Source: an optimization exercise on an open RTL-to-GDS flow (aim: small area). Production flows keep margins and buffers that such runs may drop.
Function was checked by simulation only, so behaviour that the tests miss may differ from the original. No driver is modelled on the clock port, so clocking that relies on it looks cheaper here than on a real chip.

==> job 4653 <==
// key_schedule
module key_schedule
(
  input  logic         clk_in,
  input  logic         rst_in,
  input  logic         start_in,
  input  logic [127:0] key_in,
  output logic         busy_out,
  output logic         rk_valid_out,
  input  logic         rk_ready_in,
  output logic [3:0]   rk_round_out,
  output logic [127:0] rk_out,
  output logic         done_out,
  input  logic [3:0]   rd_addr_in,
  output logic [127:0] rd_data_out
);
Settings: LEC_CHECK=0, CAP_MARGIN=20, CORE_MARGIN=2, CORE_UTILIZATION=60, SLEW_MARGIN=20, SYNTH_HIERARCHICAL=1, SYNTH_MINIMUM_KEEP_SIZE=0; clock period 6.5 ns.
standard.sh (not shown) runs the stock make flow with config.mk's settings and CLKGATE_MAP_FILE= SYNTH_SCRIPT=/design/flow/synth_recipe.tcl, a recipe that flattens the netlist after the stock synthesis.
==> flow/flow/run.sh <==
#!/bin/bash
# The standard layout (standard.sh), with two changes:
#  - port buffers are sky130_fd_sc_hd__buf_1 (the standard flow picks a larger
#    delay cell); every input and output port still gets its buffer;
#  - CTS uses clkbuf_16 with sink clusters of up to 28 registers and inserts no
#    dummy loads.
# ORFS writes each step's full log under orfs/logs/; make's own output goes to
# flow.log here.
set -uo pipefail
export BUFFER_PORTS_ARGS="-buffer_cell sky130_fd_sc_hd__buf_1"
export CTS_ARGS="-sink_clustering_enable -repair_clock_nets -dont_use_dummy_load -buf_list sky130_fd_sc_hd__clkbuf_16 -sink_clustering_size 28 -sink_clustering_max_diameter 70"
bash standard.sh > flow.log 2>&1
==> job 6664: changes against job 4653 <==
==> flow/flow/run.sh (replaced) <==
#!/bin/bash
# The standard layout (standard.sh), with two changes:
#  - port buffers are sky130_fd_sc_hd__buf_1 (the standard flow picks a larger
#    delay cell); every input and output port still gets its buffer;
#  - CTS uses clkbuf_16 with sink clusters of up to 32 registers and inserts no
#    dummy loads.
# ORFS writes each step's full log under orfs/logs/; make's own output goes to
# flow.log here.
set -uo pipefail
export BUFFER_PORTS_ARGS="-buffer_cell sky130_fd_sc_hd__buf_1"
export CTS_ARGS="-sink_clustering_enable -repair_clock_nets -dont_use_dummy_load -buf_list sky130_fd_sc_hd__clkbuf_16 -sink_clustering_size 32 -sink_clustering_max_diameter 80"
bash standard.sh > flow.log 2>&1
Settings changed: CORE_UTILIZATION 60 to 70.
==> job 6671: changes against job 4653 <==
Settings changed: CORE_UTILIZATION 60 to 40.
==> job 3216: changes against job 4653 <==
==> flow/run.sh (new file) <==
#!/bin/bash
# synth_recipe.tcl (not shown) runs the flow's synth.tcl, then flattens the netlist and writes it again
# the make line also repeats each setting of config.mk as NAME=value (left out here)
make -C /OpenROAD-flow-scripts/flow DESIGN_CONFIG=/design/flow/config.mk WORK_HOME=/design/flow/orfs CLKGATE_MAP_FILE= SYNTH_SCRIPT=/design/flow/synth_recipe.tcl finish
Settings changed: CORE_UTILIZATION 60 to 40, CTS_BUF_LIST set to sky130_fd_sc_hd__clkbuf_8, CTS_CLUSTER_DIAMETER set to 50, CTS_CLUSTER_SIZE set to 20.
removed: flow/flow/run.sh
removed: flow/standard.sh
==> metrics.md <==
| Metric | Value |
|---|---|
| Initial DRC count | 5681 |
| Design Area, Final | between 60000 and 70000 um2 |
| Worst-Skew Late Latency | ~0.94 ns |
| Fraction of area in registers | between 60% and 70% |
| Via-to-Cell Ratio | approximately 6 |
| Fill cells | about 12000 |
| Critical path origin | cur_key[111] |
| Outcome | complete, no violations |
[end of results for job 3216]
==> metrics.md <==
| Metric | Value |
|---|---|
| Initial DRC count | 5044 |
| Post-synth EDFFs | around 1400 |
| Fill cells | 12614 |
| Reg2Reg Launch Point | cur_key[100] |
| Register area | between 40000 and 50000 um2 |
| Worst-Skew Late Latency | 0.76 ns |
| Yosys cell types | 37 |
| Fraction of area in registers | roughly 68% |
| Design Area, Final | approximately 67000 um2 |
| Die Wd | around 390 um |
| Clock Skew | 0.101 ns |
| Outcome | complete, no violations |
| Critical path origin | cur_key[100] |
| Final Cycle Share | 93.4% |
[end of results for job 6671]
==> metrics.md <==
| Metric | Value |
|---|---|
| Num tapcells | 1276 |
| M2 GR Usage | a little over half |
| Initial DRC count | approximately 6000 |
| Design Area, Final | 64800 um2 |
| Largest family of logic cells by synthesized area | compound AO/OA/AOI/OAI gates |
| Fill cells | 6618 |
| Layout Nets | 3921 |
| Worst-Skew Late Latency | 0.68 ns |
| Critical path origin | cur_key[123] |
| Final hold viol count | 0 |
| Clock Skew | ~0.053 ns |
| FF-to-FF setup slack | 0.34 ns |
| Via-to-Cell Ratio | 6.94 |
| Outcome | complete, no violations |
[end of results for job 4653]
==> metrics.md <==
| Metric | Value |
|---|---|
| Vert. Die Dim | between 200 and 300 um |
| Worst EP arrival | ~6.8 ns |
| Yosys cell types | 37 |
| Design Area, Final | between 60000 and 70000 um2 |
| Via-to-Cell Ratio | about 7.4 |
| Initial DRC count | 6130 |
| ANT cells | 2 |
| Critical path origin | cur_key[118] |
| M2 GR Usage | 61.2% |
| Fraction of area in registers | between 70 and 80% |
| Outcome | complete, no violations |
[end of results for job 6664]

[separate check: timing with driven ports]
Ports are ideal in the flow. The routed layouts listed here were re-timed in OpenROAD. Step 1 (the two cells are an assumption about what drives the block):
set clk [get_ports {clk_in}]
set_driving_cell -lib_cell sky130_fd_sc_hd__clkbuf_16 $clk
set_driving_cell -lib_cell sky130_fd_sc_hd__buf_2 [delete_from_list [all_inputs] $clk]
Step 2, shift: input delay + t, output delay - t, t = (earliest + latest rising clock arrival at the registers) / 2. This alone moves slack from input paths to output paths. Three values: no drivers, after step 1, after step 2; two values: the first two.
run	shift t [ns]	setup slack, ns	hold WS [ns]	worst setup path at the end	slew at the worst register clock pin (ns)
job 4653	0.725	0.337 / 0.337 / 0.337	0.580 / 0.580 / 0.580	register to register	0.11 / 0.11
job 6664	0.728	0.205 / 0.205 / 0.205	0.565 / 0.565 / 0.565	register to register	0.12 / 0.12
job 6671	0.784	0.429 / 0.429 / 0.429	0.575 / 0.575 / 0.575	register to register	0.11 / 0.11
job 3216	0.986	0.376 / 0.376 / 0.376	0.491 / 0.491 / 0.491	register to register	0.12 / 0.12
After both steps every run listed still meets setup and hold.
